This is an optimization exercise on Yosys and OpenROAD, whose aim is small area, a short achievable clock period and few clock cycles per item, not a production implementation. Only simulation tests tie the RTL to the original design; equivalence was not proved. No activity file was given, so power comes from the tool's default toggle rates.

`flow/design.v`:
```
module particle_force_euler_step #(
    parameter int unsigned FRAC_BITS = 16
) (
    input  logic          aclk,
    input  logic          aresetn,
    input  logic          s_tvalid,
    output logic          s_tready,
    input  logic [87:0]   s_tdata,
    input  logic [1:0]    s_tuser,
    output logic          m_tvalid,
    input  logic          m_tready,
    output logic [159:0]  m_tdata,
    output logic [0:0]    m_tuser,
    input  logic          cfg_wr_en,
    input  logic [2:0]    cfg_addr,
    input  logic [31:0]   cfg_wdata
);
    function automatic logic [2:0] top_quad(input logic [31:0] v);
        logic [32:0] e;
        e = {v, 1'b0};
        top_quad = 3'd0;
        for (int c = 1; c < 8; c++) begin
            if (!(e[4*c +: 5] == 5'h00 || e[4*c +: 5] == 5'h1F)) top_quad = c[2:0];
        end
    endfunction
    function automatic logic [5:0] quad_digits(input logic [31:0] v, input logic [2:0] c);
        logic [32:0] e;
        logic [4:0]  w;
        e = {v, 1'b0};
        w = e[4*c +: 5];
        quad_digits = {w[4:2], w[2:0]};
    endfunction
    localparam logic [5:0] DIG_ADD  = 6'b000_001;    
    localparam logic [5:0] DIG_ZERO = 6'd0;
    function automatic logic [34:0] booth_row(input logic [2:0] x, input logic [31:0] md,
                                               input logic pneg);
        logic one, two, neg;
        logic [33:0] sel;
        one = x[1] ^ x[0];
        two = (x[2] & ~x[1] & ~x[0]) | (~x[2] & x[1] & x[0]);
        neg = (x[2] & ~(x[1] & x[0])) ^ pneg;
        sel = one ? {{2{md[31]}}, md} : two ? {md[31], md, 1'b0} : 34'd0;
        booth_row = {neg, sel ^ {34{neg}}};
    endfunction
    function automatic logic [63:0] bk_add(input logic [63:0] x, input logic [63:0] z);
        logic [63:0] g, p, gg, pp;
        g = x & z;
        p = x ^ z;
        gg = g;
        pp = p;
        for (int l = 1; l < 64; l = l * 2)
            for (int i = 2 * l - 1; i < 64; i += 2 * l) begin
                gg[i] = gg[i] | (pp[i] & gg[i - l]);
                pp[i] = pp[i] & pp[i - l];
            end
        for (int l = 16; l >= 1; l = l / 2)
            for (int i = 3 * l - 1; i < 64; i += 2 * l) begin
                gg[i] = gg[i] | (pp[i] & gg[i - l]);
                pp[i] = pp[i] & pp[i - l];
            end
        bk_add = p ^ {gg[62:0], 1'b0};
    endfunction
    function automatic logic [127:0] csa(input logic [63:0] a, input logic [63:0] b,
                                         input logic [63:0] c, input logic cin);
        csa = {((a[62:0] & b[62:0]) | (a[62:0] & c[62:0]) | (b[62:0] & c[62:0])), cin,
               a ^ b ^ c};
    endfunction
    function automatic logic [63:0] mac_add(input logic [63:0] base, input logic [34:0] r1,
                                            input logic [34:0] r0, input logic cin);
        logic [127:0] l1;
        logic [63:0]  q1, q0;
        q1 = {28'hFFF_FFFF, ~r1[33], r1[32:0], 2'd0};
        q0 = {29'd0, ~r0[33], r0[33], r0[33], r0[32:0]};
        l1 = csa(base, q1, q0, cin);
        mac_add = bk_add(l1[63:0], l1[127:64]);
    endfunction
    function automatic logic [32:0] clamp64(input logic [63:0] x);
        if (!x[63] && x[62:31] != 32'd0)             clamp64 = {1'b1, 32'h7FFF_FFFF};
        else if (x[63] && x[62:31] != 32'hFFFF_FFFF) clamp64 = {1'b1, 32'h8000_0000};
        else                                         clamp64 = {1'b0, x[31:0]};
    endfunction
    function automatic logic small32(input logic [31:0] v);
        small32 = v[31] == v[30];
    endfunction
    function automatic logic smallp(input logic [63:0] w);
        smallp = (w[63:46] == 18'd0) || (w[63:46] == 18'h3FFFF);
    endfunction
    function automatic logic [2:0] bound_quad(input logic [31:0] v, input logic [63:0] w);
        logic [47:0] p, u;
        logic [49:0] s;
        p = w[63:16];
        u = ({{16{v[31]}}, v} ^ {{17{v[31]}}, v[31:1]}) | (p ^ {p[47], p[47:1]});
        s = {u, 2'b00};
        bound_quad = 3'd0;
        for (int c = 1; c < 8; c++) if (s[4*c +: 4] != 4'd0) bound_quad = c[2:0];
        if (s[49:32] != 18'd0) bound_quad = 3'd7;
    endfunction
    function automatic logic [2:0] max2(input logic [2:0] a, input logic [2:0] b);
        max2 = (a > b) ? a : b;
    endfunction
    logic [30:0]        mass_r, drag_r;
    logic               mzero_r;
    logic [2:0]         drag_tq;
    logic [31:0]        grav_r, wind_r, sx_r, sy_r, svx_r, svy_r;
    logic [31:0]        px_r, py_r, vx_r, vy_r;
    logic [31:0]        spd_r;           
    logic               sat_r;
    logic               mvalid_r;
    logic [63:0]        wx_r, wy_r;
    logic [35:0]        ax_r;            
    logic [33:0]        ay_r;            
    logic [16:0]        dt_r;
    logic [2:0]         dt_tq;
    logic               coll_r, rst_r;
    logic               negx_r, negy_r, dfirst_r;
    logic [4:0]         cnt_r;
    logic [2:0]         cnty_r;
    logic [5:0]         digx_r, digy_r;  
    logic               firstx_r, firsty_r;
    localparam int I_IDLE = 0, I_KS = 1, I_KSX = 2, I_DX = 3, I_F = 4, I_FS = 5, I_DIV = 6,
                   I_AX = 7, I_V = 8, I_VS = 9, I_SQ = 10, I_SUM = 11, I_SQRT = 12,
                   I_WAIT = 13;
    localparam int NS = 14;
    localparam int Y_DONE = 0, Y_MX = 1, Y_UX = 2, Y_MY = 3, Y_UY = 4, Y_FIN = 5;
    localparam int NY = 6;
    logic [NS-1:0] st_r, st_n;
    logic [NY-1:0] yst_r, yst_n;
    logic s_idle, s_ks, s_ksx, s_dx, s_f, s_fs, s_div, s_ax, s_v, s_vs, s_sq, s_sum, s_sqrt,
          s_wait;
    assign s_idle = st_r[I_IDLE];
    assign s_ks   = st_r[I_KS];
    assign s_ksx  = st_r[I_KSX];
    assign s_dx   = st_r[I_DX];
    assign s_f    = st_r[I_F];
    assign s_fs   = st_r[I_FS];
    assign s_div  = st_r[I_DIV];
    assign s_ax   = st_r[I_AX];
    assign s_v    = st_r[I_V];
    assign s_vs   = st_r[I_VS];
    assign s_sq   = st_r[I_SQ];
    assign s_sum  = st_r[I_SUM];
    assign s_sqrt = st_r[I_SQRT];
    assign s_wait = st_r[I_WAIT];
    logic [30:0] m_div;
    assign m_div = {mass_r[30:1], mass_r[0] | mzero_r};
    logic [31:8] fmask;
    always_comb begin
        for (int i = 8; i < 32; i++) fmask[i] = (m_div >> (i - 7)) == 31'd0;
    end
    logic start;        
    assign start = s_idle && s_tvalid && (!mvalid_r || m_tready);
    logic y_fin;        
    assign y_fin = yst_r[Y_DONE] || yst_r[Y_FIN];
    logic cnt0;
    assign cnt0 = (cnt_r == 5'd0);
    logic sqrt_last;
    assign sqrt_last = s_sqrt && cnt0;
    logic accept;
    assign accept = (sqrt_last || s_wait) && y_fin;
    assign s_tready = accept;
    logic        drag_wr;
    logic [30:0] drag_nx;
    logic [2:0]  drag_tq_nx;
    assign drag_wr    = cfg_wr_en && cfg_addr == 3'd2;
    assign drag_nx    = drag_wr ? cfg_wdata[30:0] : drag_r;
    assign drag_tq_nx = drag_wr ? top_quad({1'b0, cfg_wdata[30:0]}) : drag_tq;
    logic [31:0] amd_x, amd_y;
    logic        apn_x, apn_y, abig_x, abig_y, asat_x, asat_y;
    assign abig_x = ax_r[33] | ax_r[32] | ax_r[31];
    assign abig_y = ay_r[33] | ay_r[32] | ay_r[31];
    assign amd_x  = abig_x ? (negx_r ? 32'h8000_0000 : 32'h7FFF_FFFF) : ax_r[31:0];
    assign amd_y  = abig_y ? (negy_r ? 32'h8000_0000 : 32'h7FFF_FFFF) : ay_r[31:0];
    assign apn_x  = negx_r & ~abig_x;
    assign apn_y  = negy_r & ~abig_y;
    assign asat_x = ax_r[33] | ax_r[32] | (ax_r[31] & (~negx_r | (ax_r[30:0] != 31'd0)));
    assign asat_y = ay_r[33] | ay_r[32] | (ay_r[31] & (~negy_r | (ay_r[30:0] != 31'd0)));
    logic y_mx, y_ux, y_my, y_uy;
    assign y_mx = yst_r[Y_MX];
    assign y_ux = yst_r[Y_UX];
    assign y_my = yst_r[Y_MY];
    assign y_uy = yst_r[Y_UY];
    logic [31:0] mdx, mdy;
    always_comb begin
        mdx = {1'b0, spd_r[30:0]};
        if (s_dx | s_sq | s_v) mdx = vx_r;
        if (s_ax)              mdx = amd_x;
        if (s_f)               mdx = wind_r;
        mdy = vy_r;
        if (s_ax) mdy = amd_y;
        if (s_f)  mdy = grav_r;
        if (y_mx) mdy = vx_r;
        if (y_ux) mdy = px_r;
        if (y_uy) mdy = py_r;
    end
    logic addx, addy, inv;
    assign addx = s_f | s_v;                     
    assign addy = s_f | s_v | y_ux | y_uy;
    assign inv  = s_f & ~coll_r;                 
    logic [34:0] r1x, r0x, r1y, r0y;
    assign r1x = booth_row(digx_r[5:3],  mdx, s_ax & apn_x);
    assign r0x = booth_row(digx_r[2:0],  mdx, s_ax & apn_x);
    assign r1y = booth_row(digy_r[5:3],  mdy, s_ax & apn_y);
    assign r0y = booth_row(digy_r[2:0],  mdy, s_ax & apn_y);
    logic [63:0] basex, basey;
    always_comb begin
        if (addx) basex = {{16{wx_r[63]}}, wx_r[63:16]} ^ {64{inv}};
        else begin
            basex = firstx_r ? 64'd0 : {wx_r[59:0], 4'd0};
            basex[0] = r0x[34];
            basex[2] = r1x[34];
        end
        if (addy) basey = {{16{wy_r[63]}}, wy_r[63:16]} ^ {64{inv}};
        else begin
            basey = firsty_r ? 64'd0 : {wy_r[59:0], 4'd0};
            basey[0] = r0y[34];
            basey[2] = r1y[34];
        end
    end
    logic [63:0] macx, macy;
    assign macx = mac_add(basex, r1x, r0x, inv);
    assign macy = mac_add(basey, r1y, r0y, inv);
    logic [32:0] m3_r;            
    logic [63:0] m3_sum;
    assign m3_sum = bk_add({33'd0, m_div}, {32'd0, m_div, 1'b0});
    always_ff @(posedge aclk) m3_r <= m3_sum[32:0];
    logic [32:0] xqx, xqy;
    logic [34:0] d1ax, d1bx, d1tx, d1ay, d1by, d1ty, t2x, t3x, t2y, t3y;
    logic [1:0]  qx, qy;
    logic [30:0] drx, dry;
    always_comb begin
        xqx = {wx_r[62:32], wx_r[31:30]};
        xqy = {wy_r[62:32], wy_r[31:30]};
        if (s_f) begin
            d1ax = coll_r ? 35'd0 : {{2{wx_r[48]}}, wx_r[48:16]};
            d1bx = coll_r ? {{2{wx_r[48]}}, wx_r[48:16]} : {{3{wind_r[31]}}, wind_r};
            d1ay = coll_r ? 35'd0 : {{2{wy_r[48]}}, wy_r[48:16]};
            d1by = coll_r ? {{2{wy_r[48]}}, wy_r[48:16]} : {{3{grav_r[31]}}, grav_r};
        end else if (s_fs) begin
            d1ax = 35'd0;
            d1bx = {{2{wx_r[32]}}, wx_r[32:0]};
            d1ay = 35'd0;
            d1by = {{2{wy_r[32]}}, wy_r[32:0]};
        end else begin
            d1ax = {2'b00, xqx};
            d1bx = {4'd0, m_div};
            d1ay = {2'b00, xqy};
            d1by = {4'd0, m_div};
        end
        d1tx = d1ax - d1bx;
        d1ty = d1ay - d1by;
        t2x  = {2'b00, xqx} - {3'd0, m_div, 1'b0};
        t2y  = {2'b00, xqy} - {3'd0, m_div, 1'b0};
        t3x  = {2'b00, xqx} - {2'b00, m3_r};
        t3y  = {2'b00, xqy} - {2'b00, m3_r};
        qx   = {~t2x[34], ~t3x[34] | (~d1tx[34] & t2x[34])};
        qy   = {~t2y[34], ~t3y[34] | (~d1ty[34] & t2y[34])};
        drx  = !t3x[34] ? t3x[30:0] : !t2x[34] ? t2x[30:0] : !d1tx[34] ? d1tx[30:0] : xqx[30:0];
        dry  = !t3y[34] ? t3y[30:0] : !t2y[34] ? t2y[30:0] : !d1ty[34] ? d1ty[30:0] : xqy[30:0];
    end
    logic fsmall;
    assign fsmall = coll_r || (smallp(wx_r) && smallp(wy_r) && small32(wind_r) && small32(grav_r));
    logic [31:0] fmagx, fmagy;
    assign fmagx = d1tx[34] ? macx[31:0] : d1tx[31:0];
    assign fmagy = d1ty[34] ? macy[31:0] : d1ty[31:0];
    logic fwr;            
    assign fwr = (s_f && fsmall) || s_fs;
    function automatic logic [33:0] force_mag(input logic [63:0] f, input logic [32:0] negf);
        logic hi, lo;
        logic [31:0] mag;
        hi = ~f[63] & (f[62:31] != 32'd0);
        lo = f[63] & (f[62:31] != 32'hFFFF_FFFF);
        if (!f[63]) mag = hi ? 32'h7FFF_FFFF : f[31:0];
        else        mag = lo ? 32'h8000_0000 : negf[31:0];
        force_mag = {hi | lo, f[63], mag};
    endfunction
    logic [33:0] fsx, fsy;
    assign fsx = force_mag(wx_r, d1tx[32:0]);
    assign fsy = force_mag(wy_r, d1ty[32:0]);
    logic fastx, fasty;
    assign fastx = (wx_r[55:32] & fmask) == 24'd0;
    assign fasty = (wy_r[55:32] & fmask) == 24'd0;
    logic vsmall;
    assign vsmall = small32(vx_r) && small32(vy_r) && smallp(wx_r) && smallp(wy_r);
    logic [2:0] v_tq;
    assign v_tq = max2(bound_quad(vx_r, wx_r), bound_quad(vy_r, wy_r));
    logic [32:0] cwx, cwy;      
    assign cwx = clamp64(wx_r);
    assign cwy = clamp64(wy_r);
    logic [2:0] vs_tq, r_tq;
    assign vs_tq = max2(top_quad(cwx[31:0]), top_quad(cwy[31:0]));
    assign r_tq  = max2(top_quad(svx_r), top_quad(svy_r));
    logic        ks_sat;
    logic [30:0] ks_val;
    assign ks_sat = wx_r[63:47] != 17'd0;
    assign ks_val = ks_sat ? 31'h7FFF_FFFF : wx_r[46:16];
    logic [2:0] ks_tq;
    assign ks_tq = top_quad({1'b0, ks_val});
    logic [63:0] ssum;
    logic        skip16, skip20;
    assign ssum   = bk_add(wx_r, wy_r);
    assign skip16 = (wx_r[63:47] == 17'd0) && (wy_r[63:47] == 17'd0);
    assign skip20 = (wx_r[63:43] == 21'd0) && (wy_r[63:43] == 21'd0);
    logic [33:0] zr_r;
    logic [37:0] sxq;
    logic [38:0] ss1, ss2, ss3;
    logic [1:0]  sdg;
    logic [35:0] sr2;
    logic [31:0] sq2;
    logic [35:0] zn;
    always_comb begin
        sxq = {ax_r[33:0], wx_r[63:60]};
        ss1 = {1'b0, sxq} - {4'd0, spd_r, 3'b001};
        ss2 = {1'b0, sxq} - {3'd0, spd_r, 4'b0100};
        ss3 = {1'b0, sxq} - {2'd0, zr_r, 3'b001};
        sdg = {~ss2[38], ~ss3[38] | (~ss1[38] & ss2[38])};
        sr2 = !ss3[38] ? ss3[35:0] : !ss2[38] ? ss2[35:0] : !ss1[38] ? ss1[35:0] : sxq[35:0];
        sq2 = {spd_r[29:0], sdg};
        case (sdg)
            2'd0:    zn = {zr_r - 34'd1, 2'b01};
            2'd1:    zn = {zr_r, 2'b00};
            2'd2:    zn = {zr_r, 2'b11};
            default: zn = {zr_r + 34'd1, 2'b10};
        endcase
    end
    always_ff @(posedge aclk) begin
        if (!aresetn) begin
            mass_r   <= 31'(1 << FRAC_BITS);
            mzero_r  <= 1'b0;
            grav_r   <= -32'sd642908;
            drag_r   <= '0;
            drag_tq  <= 3'd0;
            wind_r   <= '0;
            sx_r     <= '0;
            sy_r     <= '0;
            svx_r    <= '0;
            svy_r    <= '0;
        end else if (cfg_wr_en) begin
            case (cfg_addr)
                3'd0: begin
                    mass_r  <= cfg_wdata[30:0];
                    mzero_r <= cfg_wdata[30:0] == 31'd0;
                end
                3'd1: grav_r <= cfg_wdata;
                3'd2: begin
                    drag_r  <= cfg_wdata[30:0];
                    drag_tq <= drag_tq_nx;
                end
                3'd3: wind_r <= cfg_wdata;
                3'd4: sx_r   <= cfg_wdata;
                3'd5: sy_r   <= cfg_wdata;
                3'd6: svx_r  <= cfg_wdata;
                default: svy_r <= cfg_wdata;
            endcase
        end
    end
    logic [4:0]  cnt_n;
    logic [2:0]  cnty_n;
    logic [5:0]  digx_n, digy_n;
    logic        firstx_n, firsty_n;
    logic        div_go;        
    assign div_go = s_div && !(dfirst_r && !(fastx && fasty));
    always_comb begin
        st_n     = st_r;
        cnt_n    = cnt_r - 5'd1;
        digx_n   = DIG_ZERO;
        digy_n   = DIG_ZERO;
        firstx_n = 1'b0;
        if (accept || s_idle) begin
            st_n     = NS'(1) << I_IDLE;
            digx_n   = quad_digits({1'b0, drag_nx}, drag_tq_nx);
            firstx_n = 1'b1;
        end
        if (start) begin
            if (s_tuser[0]) begin
                st_n     = NS'(1) << I_SQ;
                cnt_n    = {2'd0, r_tq};
                digx_n   = quad_digits(svx_r, r_tq);
                digy_n   = quad_digits(svy_r, r_tq);
                firstx_n = 1'b1;
            end else if (s_tuser[1]) begin
                st_n     = NS'(1) << I_F;
                digx_n   = DIG_ZERO;
                firstx_n = 1'b0;
            end else if (drag_tq == 3'd0) begin
                st_n     = NS'(1) << I_KSX;
                firstx_n = 1'b0;
            end else begin
                st_n     = NS'(1) << I_KS;
                cnt_n    = {2'd0, drag_tq - 3'd1};
                digx_n   = quad_digits({1'b0, drag_r}, drag_tq - 3'd1);
                firstx_n = 1'b0;
            end
        end
        if (s_ks) begin
            if (cnt0) st_n = NS'(1) << I_KSX;
            else      digx_n = quad_digits({1'b0, drag_r}, cnt_n[2:0]);
        end
        if (s_ksx) begin
            st_n     = NS'(1) << I_DX;
            cnt_n    = {2'd0, ks_tq};
            digx_n   = quad_digits({1'b0, ks_val}, ks_tq);
            digy_n   = quad_digits({1'b0, ks_val}, ks_tq);
            firstx_n = 1'b1;
        end
        if (s_dx) begin
            if (cnt0) begin
                st_n   = NS'(1) << I_F;
                digx_n = DIG_ADD;
                digy_n = DIG_ADD;
            end else begin
                digx_n = quad_digits({1'b0, ax_r[30:0]}, cnt_n[2:0]);
                digy_n = quad_digits({1'b0, ax_r[30:0]}, cnt_n[2:0]);
            end
        end
        if (s_f) begin
            st_n  = fsmall ? NS'(1) << I_DIV : NS'(1) << I_FS;
            cnt_n = 5'd11;
        end
        if (s_fs) begin
            st_n  = NS'(1) << I_DIV;
            cnt_n = 5'd11;
        end
        if (s_div) begin
            if (!div_go) cnt_n = 5'd16;
            else if (cnt0) begin
                st_n     = NS'(1) << I_AX;
                cnt_n    = {2'd0, dt_tq};
                digx_n   = quad_digits({15'd0, dt_r}, dt_tq);
                digy_n   = quad_digits({15'd0, dt_r}, dt_tq);
                firstx_n = 1'b1;
            end
        end
        if (s_ax) begin
            if (cnt0) begin
                st_n   = NS'(1) << I_V;
                digx_n = DIG_ADD;
                digy_n = DIG_ADD;
            end else begin
                digx_n = quad_digits({15'd0, dt_r}, cnt_n[2:0]);
                digy_n = quad_digits({15'd0, dt_r}, cnt_n[2:0]);
            end
        end
        if (s_v) begin
            if (vsmall) begin
                st_n     = NS'(1) << I_SQ;
                cnt_n    = {2'd0, v_tq};
                digx_n   = quad_digits(macx[31:0], v_tq);
                digy_n   = quad_digits(macy[31:0], v_tq);
                firstx_n = 1'b1;
            end else begin
                st_n = NS'(1) << I_VS;
            end
        end
        if (s_vs) begin
            st_n     = NS'(1) << I_SQ;
            cnt_n    = {2'd0, vs_tq};
            digx_n   = quad_digits(cwx[31:0], vs_tq);
            digy_n   = quad_digits(cwy[31:0], vs_tq);
            firstx_n = 1'b1;
        end
        if (s_sq) begin
            if (cnt0) st_n = NS'(1) << I_SUM;
            else begin
                digx_n = quad_digits(vx_r, cnt_n[2:0]);
                digy_n = quad_digits(vy_r, cnt_n[2:0]);
            end
        end
        if (s_sum) begin
            st_n  = NS'(1) << I_SQRT;
            cnt_n = skip20 ? 5'd10 : skip16 ? 5'd11 : 5'd15;
        end
        if (sqrt_last && !y_fin) st_n = NS'(1) << I_WAIT;
        if (s_wait && !y_fin)    st_n = NS'(1) << I_WAIT;
        yst_n    = yst_r;
        cnty_n   = cnty_r - 3'd1;
        firsty_n = 1'b0;
        if (s_sum && !rst_r) begin
            yst_n    = NY'(1) << Y_MX;
            cnty_n   = dt_tq;
            digy_n   = quad_digits({15'd0, dt_r}, dt_tq);
            firsty_n = 1'b1;
        end
        if (y_mx || y_my) begin
            if (cnty_r == 3'd0) begin
                yst_n  = yst_r << 1;
                digy_n = DIG_ADD;
            end else begin
                digy_n = quad_digits({15'd0, dt_r}, cnty_n);
            end
        end
        if (y_ux) begin
            yst_n    = NY'(1) << Y_MY;
            cnty_n   = dt_tq;
            digy_n   = quad_digits({15'd0, dt_r}, dt_tq);
            firsty_n = 1'b1;
        end
        if (y_uy)          yst_n = NY'(1) << Y_FIN;
        if (yst_r[Y_FIN])  yst_n = NY'(1) << Y_DONE;
        if (st_n[I_DX] || st_n[I_AX] || st_n[I_SQ]) firsty_n = firstx_n;
    end
    always_ff @(posedge aclk) begin
        dt_r  <= s_tdata[16:0];
        dt_tq <= top_quad({15'd0, s_tdata[16:0]});
        digx_r   <= digx_n;
        digy_r   <= digy_n;
        firstx_r <= firstx_n;
        firsty_r <= firsty_n;
        cnt_r    <= cnt_n;
        cnty_r   <= cnty_n;
        if (!aresetn) begin
            st_r     <= NS'(1) << I_IDLE;
            yst_r    <= NY'(1) << Y_DONE;
            mvalid_r <= 1'b0;
            px_r     <= '0;
            py_r     <= '0;
            vx_r     <= '0;
            vy_r     <= '0;
            spd_r    <= '0;
            sat_r    <= 1'b0;
        end else begin
            st_r  <= st_n;
            yst_r <= yst_n;
            if (mvalid_r && m_tready) mvalid_r <= 1'b0;
            if (accept) mvalid_r <= 1'b1;
            dfirst_r <= 1'b0;
            if (s_idle) begin
                wx_r <= s_tuser[1] ? {{16{s_tdata[48]}}, s_tdata[48:17], 16'd0} : macx;
                wy_r <= {{16{s_tdata[80]}}, s_tdata[80:49], 16'd0};
                if (start) begin
                    rst_r  <= s_tuser[0];
                    coll_r <= s_tuser[1];
                    sat_r  <= 1'b0;
                    if (s_tuser[0]) begin
                        px_r <= sx_r;
                        py_r <= sy_r;
                        vx_r <= svx_r;
                        vy_r <= svy_r;
                    end
                end
            end
            if (s_ks) wx_r <= macx;
            if (s_ksx) begin
                ax_r <= {5'd0, ks_val};
                if (ks_sat) sat_r <= 1'b1;
            end
            if (s_dx || s_ax || s_sq) begin
                wx_r <= macx;
                wy_r <= macy;
            end
            if (s_f) begin
                ax_r <= '0;
                ay_r <= '0;
                if (!fsmall) begin
                    wx_r <= macx;
                    wy_r <= macy;
                end
            end
            if (fwr) begin
                wx_r     <= {8'd0, s_fs ? fsx[31:0] : fmagx, 24'd0};
                wy_r     <= {8'd0, s_fs ? fsy[31:0] : fmagy, 24'd0};
                negx_r   <= s_fs ? fsx[32] : ~d1tx[34];
                negy_r   <= s_fs ? fsy[32] : ~d1ty[34];
                dfirst_r <= 1'b1;
            end
            if (s_fs && (fsx[33] | fsy[33])) sat_r <= 1'b1;
            if (s_div) begin
                if (!div_go) begin
                    wx_r <= {10'd0, wx_r[63:10]};
                    wy_r <= {10'd0, wy_r[63:10]};
                end else begin
                    wx_r <= {1'b0, drx, wx_r[29:0], 2'b00};
                    wy_r <= {1'b0, dry, wy_r[29:0], 2'b00};
                    ax_r <= {ax_r[33:0], qx};
                    ay_r <= {ay_r[31:0], qy};
                end
            end
            if (s_ax) begin
                if (asat_x | asat_y) sat_r <= 1'b1;
            end
            if (s_v) begin
                if (vsmall) begin
                    vx_r <= macx[31:0];
                    vy_r <= macy[31:0];
                end else begin
                    wx_r <= macx;
                    wy_r <= macy;
                end
            end
            if (s_vs) begin
                vx_r <= cwx[31:0];
                vy_r <= cwy[31:0];
                if (cwx[32] | cwy[32]) sat_r <= 1'b1;
            end
            if (s_sum) begin
                wx_r  <= skip20 ? {ssum[43:0], 20'd0} : skip16 ? {ssum[47:0], 16'd0} : ssum;
                ax_r  <= '0;
                spd_r <= '0;
                zr_r  <= 34'd1;
            end
            if (s_sqrt) begin
                wx_r  <= {wx_r[59:0], 4'd0};
                ax_r  <= sr2;
                spd_r <= sq2;
                zr_r  <= zn[33:0];
                if (cnt0 && sq2[31]) begin
                    spd_r <= 32'h7FFF_FFFF;
                    sat_r <= 1'b1;
                end
            end
            if (y_mx || y_my || y_ux || y_uy) wy_r <= macy;
            if (y_my && firsty_r) begin
                px_r <= cwy[31:0];
                if (cwy[32]) sat_r <= 1'b1;
            end
            if (yst_r[Y_FIN]) begin
                py_r <= cwy[31:0];
                if (cwy[32]) sat_r <= 1'b1;
            end
        end
    end
    assign m_tvalid = mvalid_r;
    assign m_tdata  = {1'b0, spd_r[30:0], vy_r, vx_r, py_r, px_r};
    assign m_tuser  = sat_r;
endmodule
```
`flow/run.sh`:
```
#!/bin/bash
# synth_recipe.tcl (not shown) runs the flow's synth.tcl, then flattens the netlist and writes it again
# the make line also repeats each setting of config.mk as NAME=value (left out here)
make -C /OpenROAD-flow-scripts/flow DESIGN_CONFIG=/design/flow/config.mk WORK_HOME=/design/flow/orfs CLKGATE_MAP_FILE= SYNTH_SCRIPT=/design/flow/synth_recipe.tcl finish
```
`flow/config.mk`:
```
export PLATFORM = sky130hd
export DESIGN_NAME = particle_force_euler_step
export DESIGN_NICKNAME = particle_force_euler_step
export VERILOG_FILES = /design/flow/design.v
export SDC_FILE = /design/flow/constraint.sdc
export NUM_CORES = 4
export LEC_CHECK = 0
export CAP_MARGIN = 20
export CORE_MARGIN = 2
export CORE_UTILIZATION = 40
export SETUP_SLACK_MARGIN = 5
export SLEW_MARGIN = 30
```
`flow/constraint.sdc`:
```
create_clock -name core_clock -period 12.0 [get_ports {aclk}]
set_input_delay 2.4000 -clock core_clock [delete_from_list [all_inputs] [get_ports {aclk}]]
set_output_delay 2.4000 -clock core_clock [all_outputs]
set_load 0.01 [all_outputs]
```
==> results.sh, run 1 <==
export IMPL_number_of_different_library_cells_in_the_post_synthesis_netlist=104
export IMPL_crit_arrival_ns=8.19
export IMPL_ff2ff_setup_slack_ns=4.36
export IMPL_post_route_cell_area_mm2=0.104
export IMPL_cts_root_buffer="clkbuf_16"
export IMPL_number_of_vias_after_detailed_routing=107061
export IMPL_synth_cells=11807
export IMPL_required_arrival_time_at_the_worst_endpoint_ns=12.55
export IMPL_layout_drive_gt1_share=0.138
export IMPL_chipHeight_um=471
export IMPL_netlist_top_cell_by_area="dfxtp_1"
export IMPL_hold_slack_ns=0.450
export IMPL_final_critical_path_setup_slack_ns=4.36
export IMPL_postSynth_asyncResetShare=0
export IMPL_nFillCells=21626
export IMPL_start_kind="flop"
export IMPL_met1_length_um=218000
export IMPL_reg2regPathDepth=29
export IMPL_routedWlPerCell_um=39.6
export IMPL_critPathSlowestCell="dfxtp_1"
export IMPL_seq_power_share=0.132
export IMPL_port_buffer_count=284
export IMPL_synthesis_yosys_warnings=1
export IMPL_power_switching_w=0.0143
export IMPL_clock_tree_htree_level_count=3
export IMPL_final_min_clock_period_ns=7.64
export IMPL_clock_sinks=748
export IMPL_cts_path_max_buffers=3
export IMPL_synthToLayoutAreaGrowth_pct=18.9
export IMPL_met3_wirelength_um=91100
export IMPL_grt_overflow_total=0
export IMPL_fin_total_pwr_w=0.0253
export IMPL_power_share_switching=0.567
export IMPL_core_area_mm2=0.217
export IMPL_clk_latency_ns=0.88
export IMPL_routed_wl_um=595000
export IMPL_wl_met2_um=228000
export IMPL_die_width_um=471
export IMPL_routed_top_layer="met5"
export IMPL_worstHoldEndpoint="sy_r[11]$_SDFFE_PN0P_"
export IMPL_comb_power_share=0.731
export IMPL_finalWeightedCongestion=1.09
export IMPL_largest_net_degree_at_the_start_of_global_routing=226
export IMPL_clkSlewWorstSetupHoldPaths_ns=0.06
export IMPL_post_dp_cell_area_mm2=0.0941
export IMPL_path_max_fanout=5
export IMPL_antenna_found_initial=74
export IMPL_number_of_optimization_iterations_in_the_first_detailed_route_pass=9
export IMPL_number_of_placement_rows=171
export IMPL_worstMarginPinSlew_ns=1.24
export IMPL_post_route_setup_tns_ns=0
export IMPL_p_per_area_mw_per_mm2=244
export IMPL_worst_setup_path_end_kind="flop"
export IMPL_tritoncts_num_buffers=101
export IMPL_reg2reg_capture_point="wx_r[62]$_DFFE_PP_"
export IMPL_viasPerCell=7.14
export IMPL_clkPwrFrac=0.137
export IMPL_hold_buf_cts=0
export IMPL_ir_drop_worst_vdd_uv=375
export IMPL_worst_setup_timing_slack_at_the_placement_stage_ns=2.25
export IMPL_synth_edf_count=235
export IMPL_relSlewSlack=0.173
export IMPL_post_route_period_util=0.637
export IMPL_slew_viol_final=0
export IMPL_fmax_mhz=131
export IMPL_ioPinCount=293
export IMPL_worst_clock_skew_ns=0.0855
export IMPL_synth_ff_latch_count=748
export IMPL_post_dp_hpwl_um=436000
export IMPL_num_nets_final=12986
export IMPL_detail_route_iter0_violations=19620
export IMPL_floorplan_initialDensity=0.402
export IMPL_timing_rr_start="vx_r[0]$_SDFF_PN0_"
export IMPL_dieArea_mm2=0.222
export IMPL_worstSetupPathType="reg -> reg"
export IMPL_syn_avg_cell_area_um2=7.38
export IMPL_tritoncts="yes"
export IMPL_yosysTopAreaCellShare=0.118
export IMPL_route_antenna_remaining_nets=0
export IMPL_timing_critical_path_mode_cell="mux2i_1"
export IMPL_static_leakage_power_nw=40.6
export IMPL_timing_critical_path_slowest_cell_delay_ns=0.99
export IMPL_intPower_w=0.0110
export IMPL_finalHoldViolCount=0
export IMPL_via_count_of_the_first_global_routing_pass=95745
export IMPL_min_path_cells=2
export IMPL_post_synthesis_net_count=12815
export IMPL_timing_final_setup_violations=0
export IMPL_max_cap_violations=0
export IMPL_gr_usage_all_layers=0.509
export IMPL_synthFlopType="dfxtp_1"
export IMPL_register_area_share_after_synthesis=0.199
export IMPL_hold_path_class="reg -> reg"
export IMPL_route_detailed_drc=0
export IMPL_syn_cell_area_mm2=0.0871
export IMPL_rsz0062_at_grt="yes"
export IMPL_grt_pass1_wl_um=793000
export IMPL_worstHoldStart="sy_r[11]$_SDFFE_PN0P_"
export IMPL_yosys_top_cells_area="dfxtp_1 (12%), ha_1 (9.9%), edfxtp_1 (8.1%)"
export IMPL_run_status="complete, no violations"
## cell usage in the layout, fill, tap and decap left out, types with 235 or more instances in the layout
cell / netlist / routed
o21ai_0: 700 / 594
buf_4: 33 / 540
dfxtp_1: 513 / 493
xnor2_1: 349 / 317
a21oi_1: 1336 / 1249
nor2_1: 1118 / 1061
ha_1: 692 / 671
edfxtp_1: 235 / 235
mux2i_1: 289 / 277
inv_1: 496 / 481
nand2_1: 1564 / 1543
clkdlybuf4s50_1: 0 / 259
## layout make-up
class | instances | area [um^2] | share of cell area
Multi-Input combinational cell | 9671 | 68100 | 0.657
Antenna cell | 82 | 205 | 0.00198
Clock inverter | 54 | 657 | 0.00634
Timing Repair Buffer | 943 | 8740 | 0.0844
Tap cell | 2854 | 3570 | 0.0345
Sequential cell | 748 | 17400 | 0.168
Inverter | 513 | 1950 | 0.0188
Clock buffer | 136 | 2990 | 0.0289
## worst max-delay path, delay by kind of cell, from the launching register on
family | cells | cell delay, ns
and+or+nand+nor | 3 | 0.57
xor gates and xnor gates | 1 | 0.16
adders and majority gates | 3 | 1.25
DFF | 1 | 0.99
muxes | 3 | 0.55
buffers and inverters | 2 | 0.21
AOI/OAI and AO/OA | 17 | 3.57
## worst max path at each step
stage / startpoint / to / slack, ns / cells after the start
after global routing: st_r[4]$_SDFF_PP0_ / wx_r[62]$_DFFE_PP_ / 4.27 / 30
after floorplan: ax_r[32]$_DFFE_PP_ / wx_r[62]$_DFFE_PP_ / 4.91 / 32
after global placement: ay_r[31]$_DFFE_PP_ / digy_r[4]$_DFF_P_ / 2.20 / 31
final: vx_r[0]$_SDFF_PN0_ / wx_r[62]$_DFFE_PP_ / 4.36 / 29
after CTS: ax_r[33]$_DFFE_PP_ / wx_r[62]$_DFFE_PP_ / 4.41 / 32
after detailed placement: ay_r[31]$_DFFE_PP_ / digy_r[5]$_DFF_P_ / 2.25 / 30
## flip-flops by register name, indices dropped and copies added (netlist names), 33 cells and up
register  cells
ax_r         34
ay_r         34
m3_r         33
wx_r         64
wy_r         64
zr_r         34
## cell usage after synthesis, drive strengths merged, types with 210 or more instances
cell,number
a21o,231
xnor2,349
edfxtp,235
ha,692
inv,501
dfxtp,513
a211oi,215
o21ai,711
nor2,1119
clkbuf,755
a21oi,1337
nand2,1564
nand3,210
mux2i,290
xor2,247
## power groups by stage
stage | clock, W | combinational, W | sequential (W)
after floorplan | 0 | 0.00804 | 0.00321
after global placement | 0 | 0.0150 | 0.00335
after detailed placement | 0 | 0.0152 | 0.00335
after CTS | 0.00344 | 0.0163 | 0.00329
after global routing | 0.00353 | 0.0186 | 0.00331
final | 0.00347 | 0.0185 | 0.00333
## logic make-up (layout without fill, tap and decap cells)
group,Yosys count,count (layout),synth area share
other cells,1,83,0.0000431
compound gates,3900,3900,0.285
buf+inv,1394,1646,0.0618
mux,423,424,0.0547
simple gates,3867,3872,0.198
flops,748,748,0.199
xor+xnor,596,596,0.0599
fa+ha+maj,878,878,0.142
## stage by stage
step | util | std cells
after detailed placement | 0.434 | 14495
after global routing | 0.477 | 14932
after CTS | 0.466 | 14826
after floorplan | - | 11807
final | 0.478 | 15001
after global placement | 0.433 | 14490
## per-layer routing
metal | GRT usage | vias to the layer above
li1 | - | 43340
met1 | 0.641 | 51600
met2 | 0.689 | 9553
met3 | 0.199 | 2528
met4 | 0.392 | 40
met5 | 0.00130 | -
## repair_timing
item | 4_1_cts | 5_1_grt
setup endpoints to repair | 162 | 100
setup buffers | 130 | 84
resized for setup | 465 | 314
cloned | 11 | 4
pin swaps | 144 | 184
Testbench counts, summed over its fixed seeds: cycles 111,121, items 2,880.
==> run 2, diff against run 1 <==
--- a/flow/design.v
+++ b/flow/design.v
@@ -32,14 +32,17 @@
     endfunction
     localparam logic [5:0] DIG_ADD  = 6'b000_001;    
     localparam logic [5:0] DIG_ZERO = 6'd0;
-    function automatic logic [34:0] booth_row(input logic [2:0] x, input logic [31:0] md,
+    function automatic logic [2:0] booth_dec(input logic [2:0] x);
+        booth_dec = {x[2] & ~(x[1] & x[0]),
+                     (x[2] & ~x[1] & ~x[0]) | (~x[2] & x[1] & x[0]),
+                     x[1] ^ x[0]};
+    endfunction
+    function automatic logic [34:0] booth_row(input logic [2:0] d, input logic [31:0] md,
                                                input logic pneg);
-        logic one, two, neg;
+        logic neg;
         logic [33:0] sel;
-        one = x[1] ^ x[0];
-        two = (x[2] & ~x[1] & ~x[0]) | (~x[2] & x[1] & x[0]);
-        neg = (x[2] & ~(x[1] & x[0])) ^ pneg;
-        sel = one ? {{2{md[31]}}, md} : two ? {md[31], md, 1'b0} : 34'd0;
+        neg = d[2] ^ pneg;
+        sel = d[0] ? {{2{md[31]}}, md} : d[1] ? {md[31], md, 1'b0} : 34'd0;
         booth_row = {neg, sel ^ {34{neg}}};
     endfunction
     function automatic logic [63:0] bk_add(input logic [63:0] x, input logic [63:0] z);
@@ -72,7 +75,7 @@
         q1 = {28'hFFF_FFFF, ~r1[33], r1[32:0], 2'd0};
         q0 = {29'd0, ~r0[33], r0[33], r0[33], r0[32:0]};
         l1 = csa(base, q1, q0, cin);
-        mac_add = bk_add(l1[63:0], l1[127:64]);
+        mac_add = l1[63:0] + l1[127:64];
     endfunction
     function automatic logic [32:0] clamp64(input logic [63:0] x);
         if (!x[63] && x[62:31] != 32'd0)             clamp64 = {1'b1, 32'h7FFF_FFFF};
@@ -164,14 +167,22 @@
     assign drag_wr    = cfg_wr_en && cfg_addr == 3'd2;
     assign drag_nx    = drag_wr ? cfg_wdata[30:0] : drag_r;
     assign drag_tq_nx = drag_wr ? top_quad({1'b0, cfg_wdata[30:0]}) : drag_tq;
+    logic        div_go;        
+    logic        pnx_n, pny_n;  
     logic [31:0] amd_x, amd_y;
     logic        apn_x, apn_y, abig_x, abig_y, asat_x, asat_y;
-    assign abig_x = ax_r[33] | ax_r[32] | ax_r[31];
-    assign abig_y = ay_r[33] | ay_r[32] | ay_r[31];
+    always_ff @(posedge aclk) begin
+        if (div_go) begin
+            abig_x <= ax_r[31] | ax_r[30] | ax_r[29];
+            abig_y <= ay_r[31] | ay_r[30] | ay_r[29];
+        end
+    end
     assign amd_x  = abig_x ? (negx_r ? 32'h8000_0000 : 32'h7FFF_FFFF) : ax_r[31:0];
     assign amd_y  = abig_y ? (negy_r ? 32'h8000_0000 : 32'h7FFF_FFFF) : ay_r[31:0];
     assign apn_x  = negx_r & ~abig_x;
     assign apn_y  = negy_r & ~abig_y;
+    assign pnx_n  = st_n[I_AX] & negx_r & ~(s_div ? (ax_r[31] | ax_r[30] | ax_r[29]) : abig_x);
+    assign pny_n  = st_n[I_AX] & negy_r & ~(s_div ? (ay_r[31] | ay_r[30] | ay_r[29]) : abig_y);
     assign asat_x = ax_r[33] | ax_r[32] | (ax_r[31] & (~negx_r | (ax_r[30:0] != 31'd0)));
     assign asat_y = ay_r[33] | ay_r[32] | (ay_r[31] & (~negy_r | (ay_r[30:0] != 31'd0)));
     logic y_mx, y_ux, y_my, y_uy;
@@ -197,10 +208,10 @@
     assign addy = s_f | s_v | y_ux | y_uy;
     assign inv  = s_f & ~coll_r;                 
     logic [34:0] r1x, r0x, r1y, r0y;
-    assign r1x = booth_row(digx_r[5:3],  mdx, s_ax & apn_x);
-    assign r0x = booth_row(digx_r[2:0],  mdx, s_ax & apn_x);
-    assign r1y = booth_row(digy_r[5:3],  mdy, s_ax & apn_y);
-    assign r0y = booth_row(digy_r[2:0],  mdy, s_ax & apn_y);
+    assign r1x = booth_row(digx_r[5:3],  mdx, 1'b0);
+    assign r0x = booth_row(digx_r[2:0],  mdx, 1'b0);
+    assign r1y = booth_row(digy_r[5:3],  mdy, 1'b0);
+    assign r0y = booth_row(digy_r[2:0],  mdy, 1'b0);
     logic [63:0] basex, basey;
     always_comb begin
         if (addx) basex = {{16{wx_r[63]}}, wx_r[63:16]} ^ {64{inv}};
@@ -230,12 +241,7 @@
     always_comb begin
         xqx = {wx_r[62:32], wx_r[31:30]};
         xqy = {wy_r[62:32], wy_r[31:30]};
-        if (s_f) begin
-            d1ax = coll_r ? 35'd0 : {{2{wx_r[48]}}, wx_r[48:16]};
-            d1bx = coll_r ? {{2{wx_r[48]}}, wx_r[48:16]} : {{3{wind_r[31]}}, wind_r};
-            d1ay = coll_r ? 35'd0 : {{2{wy_r[48]}}, wy_r[48:16]};
-            d1by = coll_r ? {{2{wy_r[48]}}, wy_r[48:16]} : {{3{grav_r[31]}}, grav_r};
-        end else if (s_fs) begin
+        if (s_fs) begin
             d1ax = 35'd0;
             d1bx = {{2{wx_r[32]}}, wx_r[32:0]};
             d1ay = 35'd0;
@@ -258,7 +264,7 @@
         dry  = !t3y[34] ? t3y[30:0] : !t2y[34] ? t2y[30:0] : !d1ty[34] ? d1ty[30:0] : xqy[30:0];
     end
     logic fsmall;
-    assign fsmall = coll_r || (smallp(wx_r) && smallp(wy_r) && small32(wind_r) && small32(grav_r));
+    assign fsmall = 1'b0;
     logic [31:0] fmagx, fmagy;
     assign fmagx = d1tx[34] ? macx[31:0] : d1tx[31:0];
     assign fmagy = d1ty[34] ? macy[31:0] : d1ty[31:0];
@@ -280,7 +286,7 @@
     assign fastx = (wx_r[55:32] & fmask) == 24'd0;
     assign fasty = (wy_r[55:32] & fmask) == 24'd0;
     logic vsmall;
-    assign vsmall = small32(vx_r) && small32(vy_r) && smallp(wx_r) && smallp(wy_r);
+    assign vsmall = 1'b0;
     logic [2:0] v_tq;
     assign v_tq = max2(bound_quad(vx_r, wx_r), bound_quad(vy_r, wy_r));
     logic [32:0] cwx, cwy;      
@@ -300,27 +306,23 @@
     assign ssum   = bk_add(wx_r, wy_r);
     assign skip16 = (wx_r[63:47] == 17'd0) && (wy_r[63:47] == 17'd0);
     assign skip20 = (wx_r[63:43] == 21'd0) && (wy_r[63:43] == 21'd0);
-    logic [33:0] zr_r;
     logic [37:0] sxq;
     logic [38:0] ss1, ss2, ss3;
+    logic [77:0] ss3c;
     logic [1:0]  sdg;
     logic [35:0] sr2;
     logic [31:0] sq2;
-    logic [35:0] zn;
     always_comb begin
-        sxq = {ax_r[33:0], wx_r[63:60]};
-        ss1 = {1'b0, sxq} - {4'd0, spd_r, 3'b001};
-        ss2 = {1'b0, sxq} - {3'd0, spd_r, 4'b0100};
-        ss3 = {1'b0, sxq} - {2'd0, zr_r, 3'b001};
-        sdg = {~ss2[38], ~ss3[38] | (~ss1[38] & ss2[38])};
-        sr2 = !ss3[38] ? ss3[35:0] : !ss2[38] ? ss2[35:0] : !ss1[38] ? ss1[35:0] : sxq[35:0];
-        sq2 = {spd_r[29:0], sdg};
-        case (sdg)
-            2'd0:    zn = {zr_r - 34'd1, 2'b01};
-            2'd1:    zn = {zr_r, 2'b00};
-            2'd2:    zn = {zr_r, 2'b11};
-            default: zn = {zr_r + 34'd1, 2'b10};
-        endcase
+        sxq  = {ax_r[33:0], wx_r[63:60]};
+        ss1  = {1'b0, sxq} - {4'd0, spd_r, 3'b001};
+        ss2  = {1'b0, sxq} - {3'd0, spd_r, 4'b0100};
+        ss3c = {({1'b0, sxq} & ~{3'd0, spd_r, 4'b0000}) | ({1'b0, sxq} & ~{4'd0, spd_r, 3'b111}) |
+                (~{3'd0, spd_r, 4'b0000} & ~{4'd0, spd_r, 3'b111}),
+                {1'b0, sxq} ^ ~{3'd0, spd_r, 4'b0000} ^ ~{4'd0, spd_r, 3'b111}};
+        ss3  = ss3c[38:0] + {ss3c[76:39], 1'b0};
+        sdg  = {~ss2[38], ~ss3[38] | (~ss1[38] & ss2[38])};
+        sr2  = !ss3[38] ? ss3[35:0] : !ss2[38] ? ss2[35:0] : !ss1[38] ? ss1[35:0] : sxq[35:0];
+        sq2  = {spd_r[29:0], sdg};
     end
     always_ff @(posedge aclk) begin
         if (!aresetn) begin
@@ -357,7 +359,6 @@
     logic [2:0]  cnty_n;
     logic [5:0]  digx_n, digy_n;
     logic        firstx_n, firsty_n;
-    logic        div_go;        
     assign div_go = s_div && !(dfirst_r && !(fastx && fasty));
     always_comb begin
         st_n     = st_r;
@@ -501,8 +502,8 @@
     always_ff @(posedge aclk) begin
         dt_r  <= s_tdata[16:0];
         dt_tq <= top_quad({15'd0, s_tdata[16:0]});
-        digx_r   <= digx_n;
-        digy_r   <= digy_n;
+        digx_r   <= {booth_dec(digx_n[5:3]), booth_dec(digx_n[2:0])} ^ {pnx_n, 2'b00, pnx_n, 2'b00};
+        digy_r   <= {booth_dec(digy_n[5:3]), booth_dec(digy_n[2:0])} ^ {pny_n, 2'b00, pny_n, 2'b00};
         firstx_r <= firstx_n;
         firsty_r <= firsty_n;
         cnt_r    <= cnt_n;
@@ -524,8 +525,6 @@
             if (accept) mvalid_r <= 1'b1;
             dfirst_r <= 1'b0;
             if (s_idle) begin
-                wx_r <= s_tuser[1] ? {{16{s_tdata[48]}}, s_tdata[48:17], 16'd0} : macx;
-                wy_r <= {{16{s_tdata[80]}}, s_tdata[80:49], 16'd0};
                 if (start) begin
                     rst_r  <= s_tuser[0];
                     coll_r <= s_tuser[1];
@@ -538,38 +537,22 @@
                     end
                 end
             end
-            if (s_ks) wx_r <= macx;
             if (s_ksx) begin
                 ax_r <= {5'd0, ks_val};
                 if (ks_sat) sat_r <= 1'b1;
             end
-            if (s_dx || s_ax || s_sq) begin
-                wx_r <= macx;
-                wy_r <= macy;
-            end
             if (s_f) begin
                 ax_r <= '0;
                 ay_r <= '0;
-                if (!fsmall) begin
-                    wx_r <= macx;
-                    wy_r <= macy;
-                end
             end
             if (fwr) begin
-                wx_r     <= {8'd0, s_fs ? fsx[31:0] : fmagx, 24'd0};
-                wy_r     <= {8'd0, s_fs ? fsy[31:0] : fmagy, 24'd0};
                 negx_r   <= s_fs ? fsx[32] : ~d1tx[34];
                 negy_r   <= s_fs ? fsy[32] : ~d1ty[34];
                 dfirst_r <= 1'b1;
             end
             if (s_fs && (fsx[33] | fsy[33])) sat_r <= 1'b1;
             if (s_div) begin
-                if (!div_go) begin
-                    wx_r <= {10'd0, wx_r[63:10]};
-                    wy_r <= {10'd0, wy_r[63:10]};
-                end else begin
-                    wx_r <= {1'b0, drx, wx_r[29:0], 2'b00};
-                    wy_r <= {1'b0, dry, wy_r[29:0], 2'b00};
+                if (div_go) begin
                     ax_r <= {ax_r[33:0], qx};
                     ay_r <= {ay_r[31:0], qy};
                 end
@@ -581,9 +564,6 @@
                 if (vsmall) begin
                     vx_r <= macx[31:0];
                     vy_r <= macy[31:0];
-                end else begin
-                    wx_r <= macx;
-                    wy_r <= macy;
                 end
             end
             if (s_vs) begin
@@ -592,22 +572,17 @@
                 if (cwx[32] | cwy[32]) sat_r <= 1'b1;
             end
             if (s_sum) begin
-                wx_r  <= skip20 ? {ssum[43:0], 20'd0} : skip16 ? {ssum[47:0], 16'd0} : ssum;
                 ax_r  <= '0;
                 spd_r <= '0;
-                zr_r  <= 34'd1;
             end
             if (s_sqrt) begin
-                wx_r  <= {wx_r[59:0], 4'd0};
                 ax_r  <= sr2;
                 spd_r <= sq2;
-                zr_r  <= zn[33:0];
                 if (cnt0 && sq2[31]) begin
                     spd_r <= 32'h7FFF_FFFF;
                     sat_r <= 1'b1;
                 end
             end
-            if (y_mx || y_my || y_ux || y_uy) wy_r <= macy;
             if (y_my && firsty_r) begin
                 px_r <= cwy[31:0];
                 if (cwy[32]) sat_r <= 1'b1;
@@ -618,6 +593,33 @@
             end
         end
     end
+    logic wmx, wmy;
+    assign wmx = (s_idle & ~s_tuser[1]) | s_ks | s_dx | s_ax | s_sq | (s_f & ~fsmall) |
+                 (s_v & ~vsmall);
+    assign wmy = s_dx | s_ax | s_sq | (s_f & ~fsmall) | (s_v & ~vsmall) | y_mx | y_my |
+                 y_ux | y_uy;
+    always_ff @(posedge aclk) begin
+        if (s_idle) begin
+            wx_r <= {{16{s_tdata[48]}}, s_tdata[48:17], 16'd0};
+            wy_r <= {{16{s_tdata[80]}}, s_tdata[80:49], 16'd0};
+        end
+        if (s_div && !div_go) begin
+            wx_r <= {10'd0, wx_r[63:10]};
+            wy_r <= {10'd0, wy_r[63:10]};
+        end
+        if (s_sum)  wx_r <= skip20 ? {ssum[43:0], 20'd0} : skip16 ? {ssum[47:0], 16'd0} : ssum;
+        if (s_sqrt) wx_r <= {wx_r[59:0], 4'd0};
+        if (fwr) begin
+            wx_r <= {8'd0, s_fs ? fsx[31:0] : fmagx, 24'd0};
+            wy_r <= {8'd0, s_fs ? fsy[31:0] : fmagy, 24'd0};
+        end
+        if (div_go) begin
+            wx_r <= {1'b0, drx, wx_r[29:0], 2'b00};
+            wy_r <= {1'b0, dry, wy_r[29:0], 2'b00};
+        end
+        if (wmx) wx_r <= macx;
+        if (wmy) wy_r <= macy;
+    end
     assign m_tvalid = mvalid_r;
     assign m_tdata  = {1'b0, spd_r[30:0], vy_r, vx_r, py_r, px_r};
     assign m_tuser  = sat_r;
==> results.sh, run 2 <==
export IMPL_post_synthesis_net_count=11466
export IMPL_intPower_w=0.00897
export IMPL_timing_critical_path_slowest_cell_delay_ns=0.79
export IMPL_use_met3=0.142
export IMPL_viasPerCell=6.58
export IMPL_routedWlPerCell_um=32.9
export IMPL_tritoncts="yes"
export IMPL_crit_arrival_ns=7.73
export IMPL_power_switching_w=0.0104
export IMPL_largest_net_degree_at_the_start_of_global_routing=184
export IMPL_grt_util_met1=0.535
export IMPL_yosysTopAreaCellShare=0.131
export IMPL_seq_power_share=0.170
export IMPL_syn_cell_area_mm2=0.0788
export IMPL_route_detailed_drc=0
export IMPL_synthMostInstantiatedCell="nand2_1"
export IMPL_nFillCells=20037
export IMPL_port_buffer_count=284
export IMPL_grt_overflow_total=0
export IMPL_syn_avg_cell_area_um2=7.42
export IMPL_hold_buf_cts=0
export IMPL_synthesis_yosys_warnings=1
export IMPL_synthToLayoutAreaGrowth_pct=13.2
export IMPL_detail_route_iter0_violations=12489
export IMPL_static_leakage_power_nw=34.6
export IMPL_final_min_clock_period_ns=7.10
export IMPL_max_cap_violations=0
export IMPL_finalWeightedCongestion=1.04
export IMPL_layout_drive_gt1_share=0.0837
export IMPL_fmax_mhz=141
export IMPL_rsz0062_at_grt="yes"
export IMPL_cts_root_buffer="clkbuf_16"
export IMPL_hold_path_class="reg -> reg"
export IMPL_clkSlewWorstSetupHoldPaths_ns=0.06
export IMPL_gr_usage_all_layers=0.419
export IMPL_floorplan_initialDensity=0.403
export IMPL_crit_path_end="digy_r[2]$_DFF_P_"
export IMPL_required_arrival_time_at_the_worst_endpoint_ns=12.63
export IMPL_groute_layer_met2_usage=0.597
export IMPL_relSlewSlack=0.230
export IMPL_num_nets_final=11438
export IMPL_ff2ff_setup_slack_ns=5.04
export IMPL_tritoncts_num_buffers=94
export IMPL_synth_ff_latch_count=718
export IMPL_route_antenna_remaining_nets=0
export IMPL_start_kind="input pin"
export IMPL_run_status="complete, no violations"
export IMPL_grt_pass1_wl_um=605000
export IMPL_clkPwrFrac=0.162
export IMPL_clock_tree_htree_level_count=3
export IMPL_leading_cell_type_in_the_layout_fill_and_taps_excluded="nand2_1"
export IMPL_yosys_top_cells_area="dfxtp_1 (13%), ha_1 (8.9%), edfxtp_1 (7.7%)"
export IMPL_worstSetupPathType="in -> reg"
export IMPL_finish_cell_count_without_fillers=13319
export IMPL_timing_final_setup_violations=0
export IMPL_dieArea_mm2=0.201
export IMPL_via_count_of_the_first_global_routing_pass=80046
export IMPL_number_of_placement_rows=162
export IMPL_cp_num_cells=16
export IMPL_ioPinCount=293
export IMPL_cts_path_max_buffers=3
export IMPL_reg2regPathDepth=25
export IMPL_worst_clock_skew_ns=0.0693
export IMPL_comb_power_share=0.668
export IMPL_most_used_standard_cells_in_the_synthesized_netlist="nand2_1 (1405), a21oi_1 (1205), nor2_1 (857)"
export IMPL_clk_latency_ns=0.81
export IMPL_path_max_fanout=10
export IMPL_post_route_setup_tns_ns=0
export IMPL_worst_setup_path_end_kind="flop"
export IMPL_post_route_period_util=0.592
export IMPL_worstMarginPinSlew_ns=1.15
export IMPL_timing_rr_start="wx_r[42]$_DFFE_PP_"
export IMPL_synth_edf_count=203
export IMPL_critPathSlowestCell="clkdlybuf4s50_1"
export IMPL_global_route_peak_usage_layer="met2"
export IMPL_postSynth_asyncResetShare=0
export IMPL_crit_path_start="s_tuser[1]"
export IMPL_slew_viol_final=0
export IMPL_fin_total_pwr_w=0.0194
export IMPL_ir_drop_worst_vdd_uv=143
export IMPL_number_of_vias_after_detailed_routing=87662
export IMPL_netlist_top_cell_by_area="dfxtp_1"
export IMPL_finalHoldViolCount=0
export IMPL_layout_top_registers="wx_r: 64 flops, wy_r: 64 flops"
export IMPL_synth_cells=10617
export IMPL_timing_critical_path_mode_cell="a21oi_1"
export IMPL_die_width_um=448
export IMPL_antenna_found_initial=36
export IMPL_synthFlopType="dfxtp_1"
export IMPL_cp_top_family="compound AO/OA/AOI/OAI gates"
export IMPL_post_dp_hpwl_um=330000
export IMPL_core_area_mm2=0.195
export IMPL_reg2reg_capture_point="digy_r[2]$_DFF_P_"
export IMPL_timing_critical_path_cells="clkdlybuf4s50_1 > nor4_1 > a22oi_1 > o21ai_0 > mux2i_1 > a21oi_1 > nor2_2 > or3b_2 > a21oi_1 > nor3_1 > o21ai_1 > a21oi_1 > o21ai_2 > ha_1 > nand2b_1 > xnor2_1"
export IMPL_chipHeight_um=448
export IMPL_p_per_area_mw_per_mm2=218
export IMPL_worstPathBufferInverterCount=1
export IMPL_clock_sinks=718
export IMPL_number_of_optimization_iterations_in_the_first_detailed_route_pass=7
export IMPL_layout_common_cells="nand2_1 (1392), a21oi_1 (1177), nor2_1 (838)"
export IMPL_power_share_switching=0.538
export IMPL_routed_wl_um=438000
export IMPL_register_area_share_after_synthesis=0.208
export IMPL_dpl_cell_count=13079
export IMPL_number_of_different_library_cells_in_the_post_synthesis_netlist=114
run 2: cell count changes in the layout (fill, tap and decap cells not counted), sizes merged, moves of 41 or more:
cell    delta
a21oi    -130
a22oi    -101
buf      -306
diode     -56
ha       -129
mux2      -44
nand2    -161
nand3     -41
nand4     -46
nor2     -258
nor2b     +46
o21ai     -87
o221ai    -43
o22a      -47
run 2: worst min-delay path by stage:
stage	start	to	slack [ns]	depth (start not counted)
global route	sy_r[26]$_SDFFE_PN0P_	sy_r[26]$_SDFFE_PN0P_	0.47	2
floorplan	wy_r[63]$_DFFE_PP_	negy_r$_DFFE_PP_	0.42	0
CTS	mzero_r$_SDFFE_PN0P_	mzero_r$_SDFFE_PN0P_	0.45	2
finish	mzero_r$_SDFFE_PN0P_	mzero_r$_SDFFE_PN0P_	0.45	2
detailed placement	mzero_r$_SDFFE_PN0P_	mzero_r$_SDFFE_PN0P_	0.45	2
global placement	mass_r[0]$_SDFFE_PN0P_	mass_r[0]$_SDFFE_PN0P_	0.44	2
run 2: logic make-up after synthesis:
| family | after synthesis | share of synthesized area |
|---|---|---|
| fa+ha+maj | 719 | 0.129 |
| xor+xnor | 617 | 0.0686 |
| flops | 718 | 0.208 |
| other cells | 1 | 0.0000476 |
| mux | 391 | 0.0543 |
| compound gates | 3488 | 0.281 |
| buf+inv | 1304 | 0.0651 |
| simple gates | 3379 | 0.194 |
run 2: power by group through the flow:
| stage | clock network, W | logic [W] | registers, W |
|---|---|---|---|
| after floorplan | 0 | 0.00786 | 0.00311 |
| after global placement | 0 | 0.0121 | 0.00334 |
| after detailed placement | 0 | 0.0122 | 0.00334 |
| after CTS | 0.00314 | 0.0123 | 0.00326 |
| after global routing | 0.00323 | 0.0136 | 0.00329 |
| final | 0.00315 | 0.0130 | 0.00330 |
run 2: worst reg2reg max path: cells and delay by family, from the launching register on:
family | cells | cell delay, ns
AOI/OAI and AO/OA | 8 | 1.35
xor gates and xnor gates | 1 | 0.39
adders and majority gates | 2 | 0.53
buffers and inverters | 6 | 1.89
DFF | 1 | 0.32
muxes | 2 | 0.54
and+or+nand+nor | 6 | 1.79
run 2: layout make-up:
cell class                      count  area, um^2  area share
Inverter                          523        1990      0.0223
Antenna cell                       26        65.1    0.000729
Timing Repair Buffer              656        5900      0.0661
Multi-Input combinational cell   8596       58200       0.652
Clock buffer                      126        2680      0.0300
Sequential cell                   718       16400       0.184
Tap cell                         2624        3280      0.0368
Clock inverter                     50         654     0.00734
run 2: metrics by stage:
| step | hold slack (ns) | setup slack [ns] | instance area (um^2) | utilization |
|---|---|---|---|---|
| after floorplan | 0.424 | 5.44 | 78800 | - |
| after global placement | 0.438 | 3.58 | 84600 | 0.433 |
| after detailed placement | 0.446 | 3.57 | 84700 | 0.434 |
| after CTS | 0.454 | 4.91 | 88500 | 0.453 |
| after global routing | 0.469 | 4.91 | 89100 | 0.456 |
| final | 0.454 | 4.90 | 89200 | 0.457 |
run 2: repair_timing:
action                     CTS  global route
gates cloned                 0             2
setup endpoints to repair   63            55
buffers inserted            13            18
resized for setup           96            85
pin swaps                    9            24
run 2: layer usage:
layer / share of wire / wire length, um / vias to the layer above
li1: - / - / 38261
met1: 0.39 / 170000 / 42235
met2: 0.41 / 178000 / 5836
met3: 0.13 / 57100 / 1310
met4: 0.075 / 33000 / 20
met5: 0.00048 / 212 / -
Testbench counts of run 2, summed over its fixed seeds: cycles 116,073, items 2,880.

[what the ideal ports hide]
Ports are ideal in the flow. The routed layouts listed here were re-timed in OpenROAD.
Step 1 sets driving cells, clkbuf_16 on the clock port and buf_2 on the other inputs (assumed; they add their load-dependent delay and slew).
Step 2 moves the port delays by t, midway between the first and last clock arrival at a register: inputs arrive t later, outputs are due t later. That takes back most of the time a late clock gives input paths.
Three values: ideal ports, drivers, drivers and shift; two values: the first two.
| run | t, ns | setup slack, ns | clock arrival spread, ns |
|---|---|---|---|
| run 1 | 0.942 | 4.358 / 4.358 / 4.358 | 0.088 / 0.088 |
| run 2 | 0.861 | 4.897 / 4.948 / 4.086 | 0.071 / 0.071 |
After both steps setup and hold are still met in every run listed. For run 2, which loses most, drivers alone change the setup slack by +0.051 ns; drivers and shift together by -0.811 ns.
